This design comes from an exercise in tuning for small area, a short achievable clock period and few clock cycles per item on the open sky130 flow, not from production work.
RTL that was checked went through simulation tests only; none was proved equivalent to the original.

## adaptive_gain_pcm_mixer
module adaptive_gain_pcm_mixer (
  input  logic        clk,
  input  logic        rst,
  input  logic        sample_valid,
  output logic        sample_ready,
  input  logic [15:0] sample_vocal,
  input  logic [15:0] sample_music,
  input  logic        sample_last,
  output logic        result_valid,
  input  logic        result_ready,
  output logic [15:0] result_mixed,
  output logic        result_clipped,
  output logic        result_last,
  input  logic        cfg_valid,
  output logic        cfg_ready,
  input  logic [3:0]  cfg_index,
  input  logic [15:0] cfg_wdata
);
For scale: roughly 4400 cells after synthesis, about 270 flip-flops.
export LEC_CHECK = 0
export CAP_MARGIN = 20
export CORE_MARGIN = 2
export CORE_UTILIZATION = 55
export SETUP_SLACK_MARGIN = 2.5
export SLEW_MARGIN = 20
create_clock -name core_clock -period 10.0 [get_ports {clk}]
run.sh (not shown) runs the stock make flow with config.mk's settings and CLKGATE_MAP_FILE= SYNTH_SCRIPT=/design/flow/synth_recipe.tcl, a recipe that flattens the netlist after the stock synthesis.
The first run finished with timing, DRC and antenna clean.
Testbench counts at the start, summed over its fixed seeds: cycles 2,824, items 2,048.
Edit:
CORE_UTILIZATION = 68   (was 55)
PLACE_DENSITY = 0.74   (was default)
SETUP_SLACK_MARGIN = 2.8   (was 2.5)
=> The new run completed without violations. Worst setup slack is better by 17 ps. Clock skew fell by 17 ps. Global-route usage is higher by 7.5 points. Critical path depth drops by 10. Worst hold slack is about the same. Design area is higher by 2.2%. Utilization is higher by 16 points. Sequential cell count stays the same.

---

adaptive_gain_pcm_mixer, a different RTL version from the one above (not shown whole).
For scale: roughly 5,700 cells after synthesis, about 300 flip-flops, ~79 I/O pins, roughly 44,000 um^2 of cells after synthesis.
==> flow/design.v (excerpt) <==
module adaptive_gain_pcm_mixer (
  input  logic        clk,
  input  logic        rst,
  input  logic        sample_valid,
  output logic        sample_ready,
  input  logic [15:0] sample_vocal,
  input  logic [15:0] sample_music,
  input  logic        sample_last,
  output logic        result_valid,
  input  logic        result_ready,
  output logic [15:0] result_mixed,
  output logic        result_clipped,
  output logic        result_last,
  input  logic        cfg_valid,
  output logic        cfg_ready,
  input  logic [3:0]  cfg_index,
  input  logic [15:0] cfg_wdata
);
clock: 10.0 ns
lec_check: 0
abc_area: 1
cap_margin: 20
core_margin: 2
core_utilization: 55
setup_slack_margin: 4.0
slew_margin: 20
tns_end_percent: 5
Testbench counts at the start, summed over its fixed seeds: cycles 3,072, items 2,048.
Change:
Settings changed: ABC_AREA 1 to unset.
Effect: The changed run ran to the end with no violations; global-route usage falls by 2.4 points; via count falls by roughly a tenth; worst setup slack gets worse by 0.23 ns; clock-buffer cell count rises by 5; register-to-register slack gets worse by 0.23 ns; utilization rises by 1.6 points.

---

run 1:
Another version of the RTL of adaptive_gain_pcm_mixer (not shown whole).
Size in the first run: ~4300 cells after synthesis, roughly 79 I/O pins.
==> flow/design.v (excerpt) <==
module adaptive_gain_pcm_mixer (
  input  logic        clk,
  input  logic        rst,
  input  logic        sample_valid,
  output logic        sample_ready,
  input  logic [15:0] sample_vocal,
  input  logic [15:0] sample_music,
  input  logic        sample_last,
  output logic        result_valid,
  input  logic        result_ready,
  output logic [15:0] result_mixed,
  output logic        result_clipped,
  output logic        result_last,
  input  logic        cfg_valid,
  output logic        cfg_ready,
  input  logic [3:0]  cfg_index,
  input  logic [15:0] cfg_wdata
);
  logic [GAIN_W-1:0] music_gain;
  logic [GAIN_W-1:0] vocal_gain;
  logic                s1_valid;
  logic [23:0]         s1_vocal_c;
  logic [23:0]         s1_music_c;
  logic                s1_last;
  logic                s2_valid;
  logic                s2_sgn;
  logic [31:0]         s2_x;
  logic                s2_last;
  logic                out_valid;
  logic [15:0]         out_mag;
  logic                out_neg;
  logic                out_pos_clip;
  logic                out_neg_clip;
  logic                out_last;
  logic [15:0]         attenuation;
  logic [24:0]         att_c;
  logic                div_busy;
  logic                div_done;
  logic [QUO_W-1:0]    div_q;
  logic                rec_pend;
  logic out_free, s3_take, s2_free, s1_take, s1_free, accept;
  assign out_free     = ~out_valid | result_ready;
  assign s3_take      = s2_valid & out_free & ~div_busy & ~rec_pend;
  assign s2_free      = ~s2_valid | s3_take;
  assign s1_take      = s1_valid & s2_free;
  assign s1_free      = ~s1_valid | s1_take;
  assign sample_ready = s1_free;
  assign accept       = sample_valid & s1_free;
  assign cfg_ready    = 1'b1;
  logic [15:0] out_sat;
  assign out_sat        = out_pos_clip ? 16'h7fff : out_neg_clip ? 16'h8000 : out_mag;
  assign result_valid   = out_valid;
  assign result_mixed   = (out_sat ^ {16{out_neg}}) + {15'd0, out_neg};
  assign result_clipped = out_pos_clip | out_neg_clip;
  assign result_last    = out_last;
  always_ff @(posedge clk) begin
    if (rst) begin
      music_gain <= GAIN_RESET;
      vocal_gain <= GAIN_RESET;
    end else if (cfg_valid) begin
      if (cfg_index == 4'd0) begin
        music_gain <= cfg_wdata;
      end else if (cfg_index == 4'd1) begin
        vocal_gain <= cfg_wdata;
  ...
clock: 10.0 ns
lec_check: 0
cap_margin: 20
core_margin: 2
core_utilization: 55
setup_slack_margin: 3.2
slew_margin: 20
Run 1 ran to completion and came out clean on the timing, design-rule and antenna checks.
The inputs of run 2 differ from those of run 1 as listed below.
Settings: TNS_END_PERCENT newly set to 5; SETUP_SLACK_MARGIN changed from 3.2 to 3.0.
## What came out
Sort run 2 and run 1 by fmax, ascending, and run 1 comes first. In terms of final-layout worst hold slack, run 1 and run 2 differ only marginally. Taking run 2 as 1.0, run 1 lands at 1.2 on number of non-clock buffers. Endpoint of the worst setup timing path: u_div.rem[15] -> run 1, u_div.rem[2] -> run 2. Of run 2 and run 1, run 2 shows the lower number of nets at the end of the flow, with run 1 above it. After detailed routing, run 1 needs more wire than run 2. When run 2 is set beside run 1, its minimum period implied by the final worst setup slack turns out to be 0.12 ns smaller. Final cell count delta for run 2 relative to run 1: 1.7% lower. Final area: run 2 and run 1 compared, higher one is run 1. Diff run 1 -> run 2: sum of routed wire segments on met1 decreased by 6.8% relative to the old numbers; period utilization decreased by 1.2 points relative to the old numbers.
[inputs] run 3 vs run 2
Settings: clearing TNS_END_PERCENT, which used to be 5; swapping 3.0 for 2.5 in SETUP_SLACK_MARGIN.
Findings:
Run 3 vs run 2 on buffers inserted during post-CTS setup optimization: run 3 is the lower one.
Delta(sum of routed wire length over all layers, run 3 - run 2) < 0
STATUS worst setup slack: run 3 loses against run 2
Delta (run 3 minus run 2): global-route usage fell 1.9 points, first-pass GRT wire length fell about 4.3%, setup slack of the worst register-to-register path fell 0.38 ns.
No run of this note included a check of the RTL's function; only the layout flow was run.

---

Another version of the RTL of adaptive_gain_pcm_mixer (not shown whole).
For scale: ~5600 cells after synthesis, about 79 I/O pins, roughly 44000 um2 of cells after synthesis.
Settings: LEC_CHECK=0, ABC_AREA=1, CAP_MARGIN=20, CORE_MARGIN=2, CORE_UTILIZATION=55, SETUP_SLACK_MARGIN=4.5, SLEW_MARGIN=20, TNS_END_PERCENT=5; clock period 10.0 ns.
The first run went through all stages and came out clean.
Testbench counts at the start, summed over its fixed seeds: cycles 3,072, items 2,048.
Edit:
SETUP_SLACK_MARGIN = 4.0   (was 4.5)
Result: Routed wire length goes down by about 2.3%; area after synthesis does not change; via count goes down by 1.4%; first-iteration DRC count goes down by 12%; non-clock buffer count goes down by 60; fmax goes down by about 4.4%.

[re-timing with driven ports]
The flow's constraints put no driver on any port. The routed layouts listed below were extracted and timed again, unchanged, in two steps.
Step 1 assumes that a clkbuf_16 drives the clock port and a buf_2 every other input.
Step 2 times the ports against the registers' clock, not the clock port: input delays grow and output delays shrink by t, the midpoint of the rising clock arrivals with the driver on.
a / b / c = ideal ports / drivers / drivers and shift; a / b = the first two.
run | t (ns) | slack for setup (ns) | worst hold slack (ns) | worst setup path at the end
the first run of note 1 | 0.600 | 2.729 / 2.729 / 2.729 | 0.422 / 0.422 / 0.422 | register to register
the second run of note 1 | 0.601 | 2.746 / 2.746 / 2.746 | 0.421 / 0.421 / 0.421 | register to register
the first run of note 2 | 0.665 | 4.062 / 4.062 / 4.062 | 0.421 / 0.421 / 0.421 | register to register
the second run of note 2 | 0.637 | 3.835 / 3.835 / 3.835 | 0.428 / 0.428 / 0.428 | register to register
run 1 | 0.659 | 2.531 / 2.531 / 2.531 | 0.420 / 0.420 / 0.420 | register to register
run 2 | 0.644 | 2.654 / 2.654 / 2.654 | 0.418 / 0.418 / 0.418 | register to register
run 3 | 0.627 | 2.272 / 2.272 / 2.272 | 0.421 / 0.421 / 0.421 | register to register
the first run of note 4 | 0.645 | 4.308 / 4.286 / 4.286 | 0.421 / 0.421 / 0.421 | input to output
the second run of note 4 | 0.653 | 4.048 / 4.025 / 4.025 | 0.427 / 0.427 / 0.427 | input to output
After both steps every run listed still meets setup and hold. The setup slack of the second run of note 4, which loses most, moves by -0.023 ns with the drivers and by -0.023 ns with both steps.
